This design comes from an exercise in tuning for small area, a short achievable clock period and few clock cycles on the open sky130 flow, not from production work. The RTL was checked by simulation tests, not by an equivalence proof against the original design.

Design callout_timer_wheel, start of the top module:
module callout_timer_wheel (
	input  logic        clk,
	input  logic        arst_n,
	input  logic        s_axis_tvalid,
	output logic        s_axis_tready,
	input  logic [23:0] s_axis_tdata,   
	input  logic [1:0]  s_axis_tuser,   
	output logic        m_axis_tvalid,
	input  logic        m_axis_tready,
	output logic [39:0] m_axis_tdata,   
	output logic [1:0]  m_axis_tuser,   
	output logic        m_axis_tlast
);
==> flow/config.mk <==
export PLATFORM = sky130hd
export DESIGN_NAME = callout_timer_wheel
export DESIGN_NICKNAME = callout_timer_wheel
export VERILOG_FILES = /design/flow/design.v
export SDC_FILE = /design/flow/constraint.sdc
export NUM_CORES = 4
export LEC_CHECK = 0
export ABC_AREA = 1
export CAP_MARGIN = 20
export CORE_MARGIN = 2
export CORE_UTILIZATION = 40
export SETUP_SLACK_MARGIN = 2.5
export SLEW_MARGIN = 20
==> flow/constraint.sdc <==
create_clock -name core_clock -period 5.0 [get_ports {clk}]
set_input_delay 1.0000 -clock core_clock [delete_from_list [all_inputs] [get_ports {clk}]]
set_output_delay 1.0000 -clock core_clock [all_outputs]
set_load 0.01 [all_outputs]
run.sh (not shown) runs the stock make flow with config.mk's settings and CLKGATE_MAP_FILE= SYNTH_SCRIPT=/design/flow/synth_recipe.tcl, a recipe that flattens the netlist after the stock synthesis.
Testbench counts at the start, summed over its fixed seeds: cycles 3,314.
Then changed:
Settings changed: ABC_AREA 1 to default, SETUP_SLACK_MARGIN 2.5 to default.
- core utilization drops by 4.7 points
- design area drops by 14%
- area after synthesis drops by 5.5%
- routed wire length drops by 3.0%
- hold slack improved by 0.24 ns
- clock-buffer cell count drops by 10
Then changed:
Settings changed: SETUP_SLACK_MARGIN from default to 2.5.
After rerunning:
- sequential cell count is unchanged
- final cell count rises by 6.2%
- setup slack improved by 0.97 ns
- wire length is higher by 8.1%


Setup of run 1:
The RTL this note starts from:
==> flow/design.v <==
package ctw_pkg;
	localparam int TIMER_COUNT = 16;
	localparam int TIME_BITS   = 32;
	localparam int EXP_BITS    = 16;   
	localparam int ID_W        = $clog2(TIMER_COUNT);
	typedef enum logic [1:0] {
		OP_SCHED = 2'd0,
		OP_STOP  = 2'd1,
		OP_TICK  = 2'd2,
		OP_NONE  = 2'd3
	} op_t;
	typedef enum logic [1:0] {
		KIND_SCHED      = 2'd0,
		KIND_STOP       = 2'd1,
		KIND_FIRED      = 2'd2,
		KIND_IDLE_TICK  = 2'd3
	} kind_t;
endpackage
module ctw_mem (
	input  logic                                              clk,
	input  logic                                              wr_en,
	input  logic [ctw_pkg::ID_W-1:0]                          wr_addr,
	input  logic [ctw_pkg::EXP_BITS-1:0]                      wr_data,
	output logic [ctw_pkg::TIMER_COUNT*ctw_pkg::EXP_BITS-1:0] rd_all
);
	logic [ctw_pkg::EXP_BITS-1:0] mem [0:ctw_pkg::TIMER_COUNT-1];
	for (genvar i = 0; i < ctw_pkg::TIMER_COUNT; i++) begin : g_ent
		always_ff @(posedge clk) begin
			if (wr_en && (wr_addr == ctw_pkg::ID_W'(i))) begin
				mem[i] <= wr_data;
			end
		end
		assign rd_all[i*ctw_pkg::EXP_BITS +: ctw_pkg::EXP_BITS] = mem[i];
	end
endmodule
module callout_timer_wheel (
	input  logic        clk,
	input  logic        arst_n,
	input  logic        s_axis_tvalid,
	output logic        s_axis_tready,
	input  logic [23:0] s_axis_tdata,   
	input  logic [1:0]  s_axis_tuser,   
	output logic        m_axis_tvalid,
	input  logic        m_axis_tready,
	output logic [39:0] m_axis_tdata,   
	output logic [1:0]  m_axis_tuser,   
	output logic        m_axis_tlast
);
	localparam int N = ctw_pkg::TIMER_COUNT;
	localparam int E = ctw_pkg::EXP_BITS;
	logic        c_valid_q;
	logic [1:0]  c_op_q;
	logic [3:0]  c_id_q;
	logic [15:0] c_dly_q;    
	logic        c1_valid_q;
	logic [1:0]  c1_op_q;
	logic [3:0]  c1_id_q;
	logic [15:0] c1_dly_q;
	logic        ready_q;
	logic [1:0]  in_op;
	logic [3:0]  in_id;
	logic [15:0] in_dly;
	logic [31:0]  time_q;
	logic [N-1:0] pending_q;
	logic [N-1:0] fire_q;      
	logic         busy_q;      
	logic [15:0]  due_t_q;     
	logic [N-1:0] older_q [N];   
	logic         out_valid_q;
	logic [1:0]   out_kind_q;
	logic [3:0]   out_id_q;
	logic         out_pend_q;
	logic [31:0]  out_time_q;
	logic         out_last_q;
	logic         out_free, exec, accept, is_none, wr_sched;
	logic         do_sched, do_stop, do_tick, emit;
	logic [N-1:0] id_dec;
	logic [N*E-1:0] exp_all;
	logic [31:0]  sum, tinc;
	logic [E-1:0] target;
	logic [N-1:0] due;
	logic [N-1:0] oldest, rest;
	logic         more;
	logic [3:0]   oid;
	logic [N-1:0] older [N];   
	assign is_none  = c_op_q == ctw_pkg::OP_NONE;
	assign out_free = !out_valid_q || m_axis_tready;
	assign exec     = c_valid_q && (is_none || (!busy_q && out_free));
	assign s_axis_tready = ready_q;
	assign accept   = s_axis_tvalid && s_axis_tready;
	assign do_sched = exec && (c_op_q == ctw_pkg::OP_SCHED);
	assign do_stop  = exec && (c_op_q == ctw_pkg::OP_STOP);
	assign do_tick  = exec && (c_op_q == ctw_pkg::OP_TICK);
	assign emit     = busy_q && out_free;
	assign wr_sched = c_valid_q && (c_op_q == ctw_pkg::OP_SCHED) && !busy_q;
	always_comb begin
		id_dec = '0;
		id_dec[c_id_q] = 1'b1;
	end
	assign sum  = time_q + {16'd0, c_dly_q};
	assign tinc = time_q + 32'd1;
	assign target = due_t_q;
	ctw_mem u_mem (
		.clk     (clk),
		.wr_en   (wr_sched),
		.wr_addr (c_id_q),
		.wr_data (sum[E-1:0]),
		.rd_all  (exp_all)
	);
	for (genvar i = 0; i < N; i++) begin : g_due
		assign due[i] = exp_all[i*E +: E] == target;
	end
	for (genvar i = 0; i < N; i++) begin : g_old_i
		for (genvar j = 0; j < N; j++) begin : g_old_j
			if (i < j) begin : g_lo
				always_ff @(posedge clk) begin
					older_q[i][j] <= (older_q[i][j] || (wr_sched && id_dec[j])) && !(wr_sched && id_dec[i]);
				end
				assign older[i][j] = older_q[i][j];
			end else if (i > j) begin : g_hi
				assign older[i][j] = !older_q[j][i];
			end else begin : g_eq
				assign older[i][j] = 1'b0;
			end
		end
	end
	for (genvar i = 0; i < N; i++) begin : g_sel
		logic [N-1:0] beat;
		for (genvar j = 0; j < N; j++) begin : g_b
			assign beat[j] = fire_q[j] && older[j][i];
		end
		assign oldest[i] = fire_q[i] && !(|beat);
	end
	assign rest = fire_q & ~oldest;
	always_comb begin
		logic any;
		any  = 1'b0;
		more = 1'b0;
		for (int i = 0; i < N; i++) begin
			more = more | (any & fire_q[i]);
			any  = any | fire_q[i];
		end
	end
	always_comb begin
		oid = 4'd0;
		for (int i = 0; i < N; i++) begin
			if (oldest[i]) oid = oid | 4'(i);
		end
	end
	assign in_op  = s_axis_tuser;
	assign in_id  = s_axis_tdata[3:0];
	assign in_dly = {s_axis_tdata[19:5], s_axis_tdata[4] || (s_axis_tdata[19:5] == 15'd0)};
	always_ff @(posedge clk or negedge arst_n) begin
		if (!arst_n) begin
			c_valid_q  <= 1'b0;
			c1_valid_q <= 1'b0;
			ready_q    <= 1'b1;
		end else begin
			if (exec) begin
				c_valid_q  <= c1_valid_q || accept;
				c1_valid_q <= c1_valid_q && accept;
				ready_q    <= 1'b1;
			end else begin
				c_valid_q  <= c_valid_q || accept;
				c1_valid_q <= c1_valid_q || (c_valid_q && accept);
				ready_q    <= !(c1_valid_q || (c_valid_q && accept));
			end
		end
	end
	always_ff @(posedge clk) begin
		if (exec ? c1_valid_q : !c_valid_q) begin
			if (c1_valid_q) begin
				c_op_q  <= c1_op_q;
				c_id_q  <= c1_id_q;
				c_dly_q <= c1_dly_q;
			end else begin
				c_op_q  <= in_op;
				c_id_q  <= in_id;
				c_dly_q <= in_dly;
			end
		end else if (exec && accept) begin
			c_op_q  <= in_op;
			c_id_q  <= in_id;
			c_dly_q <= in_dly;
		end
		if (accept && c_valid_q && !(exec && !c1_valid_q)) begin
			c1_op_q  <= in_op;
			c1_id_q  <= in_id;
			c1_dly_q <= in_dly;
		end
	end
	always_ff @(posedge clk or negedge arst_n) begin
		if (!arst_n) begin
			time_q    <= '0;
			due_t_q   <= 16'd2;
			pending_q <= '0;
			fire_q    <= '0;
			busy_q    <= 1'b0;
		end else begin
			if (do_sched) begin
				pending_q[c_id_q] <= 1'b1;
				fire_q[c_id_q]    <= c_dly_q == 16'd1;
			end
			if (do_stop) begin
				pending_q[c_id_q] <= 1'b0;
				fire_q[c_id_q]    <= 1'b0;
			end
			if ((do_tick || emit) && !more) begin
				due_t_q <= due_t_q + 16'd1;
			end
			if (do_tick) begin
				time_q    <= tinc;
				pending_q <= pending_q & ~fire_q;
				if (more) begin
					busy_q <= 1'b1;
					fire_q <= rest;
				end else begin
					fire_q <= due & pending_q & ~fire_q;
				end
			end
			if (emit) begin
				if (more) begin
					fire_q <= rest;
				end else begin
					busy_q <= 1'b0;
					fire_q <= due & pending_q;
				end
			end
		end
	end
	always_ff @(posedge clk or negedge arst_n) begin
		if (!arst_n) begin
			out_valid_q <= 1'b0;
		end else if (do_sched || do_stop || do_tick || emit) begin
			out_valid_q <= 1'b1;
		end else if (m_axis_tready) begin
			out_valid_q <= 1'b0;
		end
	end
	always_ff @(posedge clk) begin
		if (do_sched || do_stop) begin
			out_kind_q <= do_sched ? ctw_pkg::KIND_SCHED : ctw_pkg::KIND_STOP;
			out_id_q   <= c_id_q;
			out_pend_q <= pending_q[c_id_q];
			out_time_q <= do_sched ? sum : 32'd0;
			out_last_q <= 1'b1;
		end
		if (do_tick || emit) begin
			out_kind_q <= (fire_q != '0) ? ctw_pkg::KIND_FIRED : ctw_pkg::KIND_IDLE_TICK;
			out_id_q   <= oid;
			out_pend_q <= 1'b0;
			out_last_q <= !more;
		end
		if (do_tick) begin
			out_time_q <= (fire_q != '0) ? tinc : 32'd0;
		end
	end
	assign m_axis_tvalid = out_valid_q;
	assign m_axis_tdata  = {3'b000, out_time_q, out_pend_q, out_id_q};
	assign m_axis_tuser  = out_kind_q;
	assign m_axis_tlast  = out_last_q;
endmodule
Settings: LEC_CHECK=0, CAP_MARGIN=20, CORE_MARGIN=2, CORE_UTILIZATION=40, SETUP_SLACK_MARGIN=2.5, SLEW_MARGIN=20; clock period 5.0 ns.
Run 1 did not stop at any stage, and its layout met the timing, DRC and antenna checks.
Testbench counts of run 1, summed over its fixed seeds: cycles 3,314.
--- input diff run 1..run 2 ---
- an added CTS_CLUSTER_DIAMETER of 100
- a change of SETUP_SLACK_MARGIN from 2.5 to 2.4
- an added ABC_AREA of 1
- an added CTS_CLUSTER_SIZE of 24
[summary]
Going from run 1 to run 2, layout clock buffer count saw a decrease, worst slew margin relative to its limit shows a reduction of 0.30 points, utilization fell by 4.0 points. Type of the worst setup path: reg2reg -> run 1, reg2out -> run 2. The capture point of the critical path comes out u_mem.mem[9][15]$_DFFE_PP_ in one run and m_axis_tdata[6] in the other, namely in run 1 and run 2 respectively.
For run 3, these inputs were changed with respect to run 2:
- swapping 2.4 for 2.5 in SETUP_SLACK_MARGIN
### Flow results
Against run 2, run 3 comes in 0.66 points lower on sequential share of layout area. Against run 2, run 3 comes in about 1.6% higher on routed wire length. | met3 track utilization from global routing | run 3 vs run 2 | ≈ equal |. Relative area of non-clock buffer cells in the final design (lower): run 2. Run 3 reports a lower part of the cycle the worst path needs than run 2 does. Reported for run 3 and run 2, share of the synthesized area in compound gates (AO/OA/AOI/OAI) turned out identical to the last digit. The run with more setup slack is run 3; run 2 has less. Run 2 → run 3: cell area after layout rose by 430 µm², maximum frequency rose by 1.5%.

-- what the ideal ports hide --
No port has a modelled driver above. Below, the same layouts with a new extraction and two added sets of constraints. Step 1 (the two cells are an assumption about what drives the block):
set clk [get_ports {clk}]
set_driving_cell -lib_cell sky130_fd_sc_hd__clkbuf_16 $clk
set_driving_cell -lib_cell sky130_fd_sc_hd__buf_2 [delete_from_list [all_inputs] $clk]
Step 2 also shifts input and output timing later by t, the mid clock arrival at the registers, as if the neighbouring blocks saw the same clock. Three values: ideal, step 1, step 2; two values: the first two.
| run | shift t [ns] | setup slack, ns | worst data-port slew with drivers (ns) |
|---|---|---|---|
| the first run of note 1 | 0.682 | 2.113 / 2.113 / 1.762 | 0.04 |
| the second run of note 1 | 0.691 | 0.852 / 0.852 / 0.633 | 0.04 |
| the third run of note 1 | 0.689 | 1.825 / 1.825 / 1.691 | 0.04 |
| run 1 | 0.682 | 2.260 / 2.260 / 1.979 | 0.05 |
| run 2 | 0.671 | 2.455 / 2.389 / 1.951 | 0.04 |
| run 3 | 0.675 | 2.493 / 2.464 / 1.900 | 0.03 |
After both steps setup and hold are still met in every run listed. For run 3, which loses most, drivers alone change the setup slack by -0.029 ns; drivers and shift together by -0.593 ns.
